This is an optimization exercise on Yosys and OpenROAD, whose aim is small area, a short achievable clock period and few clock cycles per item, not a production implementation.
RTL that was checked went through simulation tests only; none was proved equivalent to the original.
No driver is modelled on the clock port, so clocking that relies on it looks cheaper here than on a real chip.
No activity file was given, so power comes from the tool's default toggle rates.

## rosetta_core
module rosetta_core #(
    parameter int num_pe = rosetta_pkg::num_pe,
    parameter int word_w = rosetta_pkg::word_w
) (
    input  logic                          clk,
    input  logic                          rst,
    output logic                          im_ren,
    output rosetta_pkg::pc_t              im_raddr,
    input  rosetta_pkg::inst_t            im_rdata,
    output logic                          pam_x_ren,
    output rosetta_pkg::row_addr_t        pam_x_raddr,
    input  logic [num_pe-1:0]             pam_x_rdata,
    output logic                          am_x_ren,
    output rosetta_pkg::row_addr_t        am_x_raddr,
    input  logic [num_pe*word_w-1:0]      am_x_rdata,
    output logic                          bm_ren,
    output rosetta_pkg::row_addr_t        bm_raddr,
    input  logic [num_pe*word_w-1:0]      bm_rdata,
    output logic                          wm_ren,
    output rosetta_pkg::waddr_t           wm_raddr,
    input  logic [num_pe*word_w-1:0]      wm_rdata,
    output logic                          am_r_wen,
    output rosetta_pkg::row_addr_t        am_r_waddr,
    output logic [num_pe*word_w-1:0]      am_r_wdata,
    output logic                          done
);
Settings: LEC_CHECK=0, CAP_MARGIN=20, CORE_MARGIN=2, CORE_UTILIZATION=55, SETUP_SLACK_MARGIN=4.5, SLEW_MARGIN=20; clock period 9.0 ns.
standard.sh (not shown) runs the stock make flow with config.mk's settings and CLKGATE_MAP_FILE= SYNTH_SCRIPT=/design/flow/synth_recipe.tcl, a recipe that flattens the netlist after the stock synthesis.
==> flow/flow/run.sh <==
#!/bin/bash
# The standard layout, with plain buf_1 cells as the port buffers instead of the
# delay buffers buffer_ports picks by itself. The whole make output goes to layout.log.
set -euo pipefail
bash standard.sh "BUFFER_PORTS_ARGS=-buffer_cell sky130_fd_sc_hd__buf_1" finish > layout.log 2>&1
The baseline completed with no timing, DRC or antenna violations.
Testbench counts at the start, summed over its fixed seeds: cycles 4,944, items 1,180.
Next try:
==> flow/run.sh (new file) <==
#!/bin/bash
# synth_recipe.tcl (not shown) runs the flow's synth.tcl, then flattens the netlist and writes it again
# the make line also repeats each setting of config.mk as NAME=value (left out here)
make -C /OpenROAD-flow-scripts/flow DESIGN_CONFIG=/design/flow/config.mk WORK_HOME=/design/flow/orfs CLKGATE_MAP_FILE= SYNTH_SCRIPT=/design/flow/synth_recipe.tcl finish
removed: flow/flow/run.sh
removed: flow/standard.sh
- The changed run passed the timing, DRC and antenna checks
- wire length came out higher by 1.2%
- setup slack degrades by 0.089 ns
- non-clock buffer count rose by 14
- sequential cell count stays the same
- final area went up by about 6.5%

========
rosetta_core, a different RTL version from the one above (not shown whole).
Size in the first run: about 3300 cells after synthesis, ~490 flip-flops, about 340 I/O pins, about 0.032 mm² of cells after synthesis.
// rosetta_core
module rosetta_core #(
    parameter int num_pe = rosetta_pkg::num_pe,
    parameter int word_w = rosetta_pkg::word_w
) (
    input  logic                          clk,
    input  logic                          rst,
    output logic                          im_ren,
    output rosetta_pkg::pc_t              im_raddr,
    input  rosetta_pkg::inst_t            im_rdata,
    output logic                          pam_x_ren,
    output rosetta_pkg::row_addr_t        pam_x_raddr,
    input  logic [num_pe-1:0]             pam_x_rdata,
    output logic                          am_x_ren,
    output rosetta_pkg::row_addr_t        am_x_raddr,
    input  logic [num_pe*word_w-1:0]      am_x_rdata,
    output logic                          bm_ren,
    output rosetta_pkg::row_addr_t        bm_raddr,
    input  logic [num_pe*word_w-1:0]      bm_rdata,
    output logic                          wm_ren,
    output rosetta_pkg::waddr_t           wm_raddr,
    input  logic [num_pe*word_w-1:0]      wm_rdata,
    output logic                          am_r_wen,
    output rosetta_pkg::row_addr_t        am_r_waddr,
    output logic [num_pe*word_w-1:0]      am_r_wdata,
    output logic                          done
);
export LEC_CHECK = 0
export CAP_MARGIN = 20
export CORE_MARGIN = 2
export CORE_UTILIZATION = 55
export SLEW_MARGIN = 20
export TNS_END_PERCENT = 0
create_clock -name core_clock -period 9.0 [get_ports {clk}]
==> flow/flow/run.sh <==
#!/bin/bash
set -euo pipefail
here=$(pwd)
bash standard.sh "BUFFER_PORTS_ARGS=-buffer_cell sky130_fd_sc_hd__buf_1" \
  "POST_CTS_TCL=$here/flow/skew.tcl" SETUP_SLACK_MARGIN=5.8 finish > layout.log 2>&1
==> flow/flow/skew.tcl <==
# Runs after CTS (POST_CTS_TCL). The accumulator flip-flops launch only into their own
# loop and the result register, and capture the multiplier tree, whose inputs come from
# other flip-flops. Their clock is delayed so those register-to-register paths gain;
# no path from an input or to an output starts or ends at them.
# Each group of them on one clock net gets its own branch: delay cells feeding a
# clock buffer sized for the group.
# delay cells in the order the clock passes them
set dly_cells {sky130_fd_sc_hd__clkdlybuf4s50_1 sky130_fd_sc_hd__clkdlybuf4s25_1}
if {[info exists ::env(SKEW_DLY_CELLS)]} { set dly_cells $::env(SKEW_DLY_CELLS) }
set groups [dict create]
foreach inst [get_cells -hierarchical {*lane_inst.acc_q* *lane_inst.c_q*}] {
  set pin [get_pins -of_objects $inst -filter "name == CLK"]
  set net [get_full_name [get_nets -of_objects $pin]]
  dict lappend groups $net [get_full_name $pin]
}
set n 0
dict for {net pins} $groups {
  set k [llength $pins]
  if {$k <= 4} {
    set drv_cell sky130_fd_sc_hd__clkbuf_4
  } elseif {$k <= 12} {
    set drv_cell sky130_fd_sc_hd__clkbuf_8
  } else {
    set drv_cell sky130_fd_sc_hd__clkbuf_16
  }
  set b [insert_buffer -buffer_cell $drv_cell -net $net -load_pins $pins \
    -buffer_name skewdrv_$n -net_name skewnet_a_$n]
  # delay cells inserted last first, each in front of the one after it
  set m 0
  foreach dly_cell [lreverse $dly_cells] {
    set a_pin [get_full_name [get_pins -of_objects [get_cells $b] -filter "direction == input"]]
    set b [insert_buffer -buffer_cell $dly_cell -net $net -load_pins [list $a_pin] \
      -buffer_name skewdly_${n}_$m -net_name skewnet_b_${n}_$m]
    incr m
  }
  incr n
}
puts "skew: $n clock groups of accumulator flip-flops delayed"
detailed_placement
check_placement -verbose
The starting point completed, yet does not pass: hold timing.
Edit:
--- a/flow/flow/skew.tcl
+++ b/flow/flow/skew.tcl
@@ -6,5 +6,5 @@
 # clock buffer sized for the group.
 # delay cells in the order the clock passes them
-set dly_cells {sky130_fd_sc_hd__clkdlybuf4s50_1 sky130_fd_sc_hd__clkdlybuf4s25_1}
+set dly_cells {sky130_fd_sc_hd__clkdlybuf4s50_1}
 if {[info exists ::env(SKEW_DLY_CELLS)]} { set dly_cells $::env(SKEW_DLY_CELLS) }
 set groups [dict create]
Result:
- The changed run finished but failed the layout checks on hold timing
- final area falls by 1.3%
- wire length falls by 1.6%
- maximum frequency falls by 4.9%
- via count falls by 1.4%
- power falls by 3.4%
- clock skew falls by 0.28 ns
- clock power falls by 9.4%
- core utilization falls by 0.88 points
- worst setup slack gets worse by 0.20 ns
No functional check of the RTL was part of any run of this note.

re-timing with driven ports:
The results above use ideal ports. As a check the final layouts listed here were re-extracted and re-timed, cells and wires unchanged. Step 1, drivers: a clkbuf_16 drives clk and a buf_2 each remaining input, both assumed. Step 2, shift: input delay + t, output delay - t, t = (earliest + latest rising clock arrival at the registers) / 2. This alone moves slack from input paths to output paths. a / b / c = ideal / step 1 / step 2; a / b = the first two.
run	t (ns)	setup slack, ns	hold slack, ns	clock arrival spread, ns	worst data-port slew with drivers (ns)	cell pins on the clock port's net
the first run of note 1	0.659	4.520 / 4.520 / 4.520	0.326 / 0.326 / 0.326	0.049 / 0.049	0.11	1
the second run of note 1	0.665	4.431 / 4.431 / 4.431	0.324 / 0.324 / 0.324	0.040 / 0.040	0.11	1
the first run of note 2	1.144	5.155 / 5.155 / 4.222	-0.046 / -0.046 / -0.046	0.983 / 0.982	0.11	1
the second run of note 2	1.003	4.957 / 4.957 / 4.364	-0.064 / -0.064 / -0.064	0.700 / 0.700	0.10	1
In the first run of note 2 and the second run of note 2 the clock reaches the registers at very different times; t lies between them, and the last value is a rough guide only. The setup slack of the first run of note 2, which loses most, moves by 0.000 ns with the drivers and by -0.933 ns with both steps.
